Context: an optimization exercise on an open-source flow, tuned for small area, a short achievable clock period and few clock cycles per item. The choices shown serve that exercise and are no tape-out recipe. RTL that was checked went through simulation tests only; none was proved equivalent to the original. Power figures rest on the tool's default switching activity, not on a simulated workload.

==> v7 <==
## cla_mp_add_seq
module cla_mp_add_seq #(
    parameter int NUM_WORDS = 4
) (
    input  logic                                 clk,
    input  logic                                 rst,
    input  logic                                 in_valid,
    output logic                                 in_ready,
    input  logic [NUM_WORDS*cla_pkg::WORD_W-1:0] in_a,
    input  logic [NUM_WORDS*cla_pkg::WORD_W-1:0] in_b,
    input  logic                                 in_cin,
    input  logic                                 in_sub,
    output logic                                 out_valid,
    input  logic                                 out_ready,
    output logic [NUM_WORDS*cla_pkg::WORD_W-1:0] out_sum,
    output logic                                 out_cout,
    output logic                                 out_ovf,
    output logic                                 busy
);
==> module carry_look_ahead_64bit, before the edit <==
module carry_look_ahead_64bit (
    input  logic [63:0] a,
    input  logic [63:0] b,
    input  logic        cin,
    output logic [63:0] sum,
    output logic        cout
);
    assign {cout, sum} = {1'b0, a} + {1'b0, b} + {64'd0, cin};
endmodule
==> module cla_mp_add_seq, before the edit <==
module cla_mp_add_seq #(
    parameter int NUM_WORDS = 4
) (
    input  logic                                 clk,
    input  logic                                 rst,
    input  logic                                 in_valid,
    output logic                                 in_ready,
    input  logic [NUM_WORDS*cla_pkg::WORD_W-1:0] in_a,
    input  logic [NUM_WORDS*cla_pkg::WORD_W-1:0] in_b,
    input  logic                                 in_cin,
    input  logic                                 in_sub,
    output logic                                 out_valid,
    input  logic                                 out_ready,
    output logic [NUM_WORDS*cla_pkg::WORD_W-1:0] out_sum,
    output logic                                 out_cout,
    output logic                                 out_ovf,
    output logic                                 busy
);
    localparam int W = NUM_WORDS * WORD_W;
    logic [W-1:0] bb, sum_r;
    logic [W:0]   r;
    logic         c0, cout_r, ovf_r, valid_r, take;
    assign bb   = in_b ^ {W{in_sub}};
    assign c0   = in_cin ^ in_sub;
    assign r    = {1'b0, in_a} + {1'b0, bb} + {{W{1'b0}}, c0};
    assign take = ~valid_r | out_ready;
    always_ff @(posedge clk) begin
        if (rst) valid_r <= 1'b0;
        else if (take) valid_r <= in_valid;
    end
    always_ff @(posedge clk) begin
        if (take) begin
            sum_r  <= r[W-1:0];
            cout_r <= r[W];
            ovf_r  <= in_a[W-1] ^ bb[W-1] ^ r[W-1] ^ r[W];
        end
    end
    assign in_ready  = take;
    assign out_valid = valid_r;
    assign busy      = valid_r;
    assign out_sum   = sum_r;
    assign out_cout  = cout_r;
    assign out_ovf   = ovf_r;
endmodule
clock: 10.0 ns
lec_check: 0
cap_margin: 20
core_margin: 2
core_utilization: 40
slew_margin: 20
run.sh (not shown) runs the stock make flow with config.mk's settings and CLKGATE_MAP_FILE= SYNTH_SCRIPT=/design/flow/synth_recipe.tcl, a recipe that flattens the netlist after the stock synthesis.
==> v1 (differences from v7) <==
--- a/flow/design.v
+++ b/flow/design.v
@@ -6,16 +6,83 @@
     endfunction
 endpackage
-module carry_look_ahead_64bit (
-    input  logic [63:0] a,
-    input  logic [63:0] b,
-    input  logic        cin,
-    output logic [63:0] sum,
-    output logic        cout
+module pfx_add #(
+    parameter int N    = 256,
+    parameter int ARCH = 0
+) (
+    input  logic [N-1:0] a,
+    input  logic [N-1:0] b,
+    input  logic         cin,
+    output logic [N-1:0] sum,
+    output logic         cout
 );
-    assign {cout, sum} = {1'b0, a} + {1'b0, b} + {64'd0, cin};
+    localparam int M = N + 1;              
+    localparam int L = $clog2(M);
+    logic [M-1:0] g [0:2*L];
+    logic [M-1:0] p [0:2*L];
+    logic [M-1:0] cg;                      
+    assign g[0] = {a & b, cin};
+    assign p[0] = {a ^ b, 1'b0};
+    generate
+        if (ARCH == 0) begin : g_skl
+            for (genvar l = 0; l < L; l++) begin : g_lvl
+                for (genvar i = 0; i < M; i++) begin : g_bit
+                    if ((i >> l) & 1) begin : g_op
+                        localparam int J = ((i >> l) << l) - 1;
+                        assign g[l+1][i] = g[l][i] | p[l][i] & g[l][J];
+                        assign p[l+1][i] = p[l][i] & p[l][J];
+                    end else begin : g_pass
+                        assign g[l+1][i] = g[l][i];
+                        assign p[l+1][i] = p[l][i];
+                    end
+                end
+            end
+            assign cg = g[L];
+        end else if (ARCH == 1) begin : g_ks
+            for (genvar l = 0; l < L; l++) begin : g_lvl
+                for (genvar i = 0; i < M; i++) begin : g_bit
+                    if (i >= (1 << l)) begin : g_op
+                        assign g[l+1][i] = g[l][i] | p[l][i] & g[l][i-(1<<l)];
+                        assign p[l+1][i] = p[l][i] & p[l][i-(1<<l)];
+                    end else begin : g_pass
+                        assign g[l+1][i] = g[l][i];
+                        assign p[l+1][i] = p[l][i];
+                    end
+                end
+            end
+            assign cg = g[L];
+        end else begin : g_bk
+            for (genvar l = 0; l < L; l++) begin : g_up
+                for (genvar i = 0; i < M; i++) begin : g_bit
+                    if (((i + 1) % (1 << (l + 1))) == 0) begin : g_op
+                        assign g[l+1][i] = g[l][i] | p[l][i] & g[l][i-(1<<l)];
+                        assign p[l+1][i] = p[l][i] & p[l][i-(1<<l)];
+                    end else begin : g_pass
+                        assign g[l+1][i] = g[l][i];
+                        assign p[l+1][i] = p[l][i];
+                    end
+                end
+            end
+            for (genvar k = 0; k < L; k++) begin : g_dn
+                localparam int S = 1 << (L - 1 - k);
+                for (genvar i = 0; i < M; i++) begin : g_bit
+                    if (((i + 1) % (2 * S)) == S && i >= 2 * S - 1 && (i + 1) > S) begin : g_op
+                        assign g[L+k+1][i] = g[L+k][i] | p[L+k][i] & g[L+k][i-S];
+                        assign p[L+k+1][i] = p[L+k][i] & p[L+k][i-S];
+                    end else begin : g_pass
+                        assign g[L+k+1][i] = g[L+k][i];
+                        assign p[L+k+1][i] = p[L+k][i];
+                    end
+                end
+            end
+            assign cg = g[2*L];
+        end
+    endgenerate
+    assign sum  = p[0][N:1] ^ cg[N-1:0];
+    assign cout = cg[N];
 endmodule
 import cla_pkg::*;
 module cla_mp_add_seq #(
-    parameter int NUM_WORDS = 4
+    parameter int NUM_WORDS = 4,
+    parameter int ARCH      = 0
 ) (
     input  logic                                 clk,
@@ -35,11 +102,10 @@
 );
     localparam int W = NUM_WORDS * WORD_W;
-    logic [W-1:0] bb, sum_r;
-    logic [W:0]   r;
-    logic         c0, cout_r, ovf_r, valid_r, take;
+    logic [W-1:0] bb, s, sum_r;
+    logic         c0, co, cout_r, ovf_r, valid_r, take;
     assign bb   = in_b ^ {W{in_sub}};
     assign c0   = in_cin ^ in_sub;
-    assign r    = {1'b0, in_a} + {1'b0, bb} + {{W{1'b0}}, c0};
     assign take = ~valid_r | out_ready;
+    pfx_add #(.N(W), .ARCH(ARCH)) u_add (.a(in_a), .b(bb), .cin(c0), .sum(s), .cout(co));
     always_ff @(posedge clk) begin
         if (rst) valid_r <= 1'b0;
@@ -48,7 +114,7 @@
     always_ff @(posedge clk) begin
         if (take) begin
-            sum_r  <= r[W-1:0];
-            cout_r <= r[W];
-            ovf_r  <= in_a[W-1] ^ bb[W-1] ^ r[W-1] ^ r[W];
+            sum_r  <= s;
+            cout_r <= co;
+            ovf_r  <= in_a[W-1] ^ bb[W-1] ^ s[W-1] ^ co;
         end
     end
Settings changed: SETUP_SLACK_MARGIN set to 5.
==> comparison table <==
	v7	v1
Status	timing/DRC/antenna clean	timing/DRC/antenna clean
Clock transition at the registers of the reported paths	50 ps	60 ps
Antenna violations before repair	25	50
Xor and xnor fraction of the mapped netlist area	0.152	0.200
Starting DRT DRC Count	3,251	1,318
DIE AREA	75,700 sq um	53,600 sq um
Vias in the first global route	31.4k	20.7k
Number of fillers in the final layout	7,098	3,798
Peak supply drop	0.167 mV	0.150 mV
Core area	72,800 sq um	51,200 sq um
Critical path fanouts, max	75	6
Combinational-cell power consumption	3580 uW	3000 uW
Hold depth	2	1
Number of gates resized after CTS	0	339
Total power	6710 uW	6030 uW
Count of TritonRoute iterations in the first routing pass	7	5
Cell Pwr Density	172 nW/um^2	167 nW/um^2
Combined area of all synthesized cells	29,400 sq um	20,700 sq um
Testbench counts of v7, summed over its fixed seeds: cycles 1,608, items 1,600.
For v1, only the layout was checked, not whether the RTL still works.

[afterwards: timing with drivers on the ports]
How much do the figures lean on ideal ports? The routed layouts below were timed once more, with nothing changed but the port constraints.
Step 1: set_driving_cell puts a clkbuf_16 on clk and a buf_2 on each other input, an assumption about the parent block.
Step 2 also shifts input and output timing later by t, the mid clock arrival at the registers, as if the neighbouring blocks saw the same clock.
Slacks: ideal / step 1 / step 2; pairs: ideal / step 1.
run | t, ns | setup WS [ns] | worst slew at a driven data input, ns | cell pins on the clock port's net
v7 | 0.629 | 2.626 / 2.646 / 2.016 | 0.17 | 1
v1 | 0.595 | 4.182 / 3.769 / 3.174 | 0.62 | 1
After both steps setup and hold are still met in every run listed. For v1, which loses most, drivers alone change the setup slack by -0.413 ns; drivers and shift together by -1.008 ns.
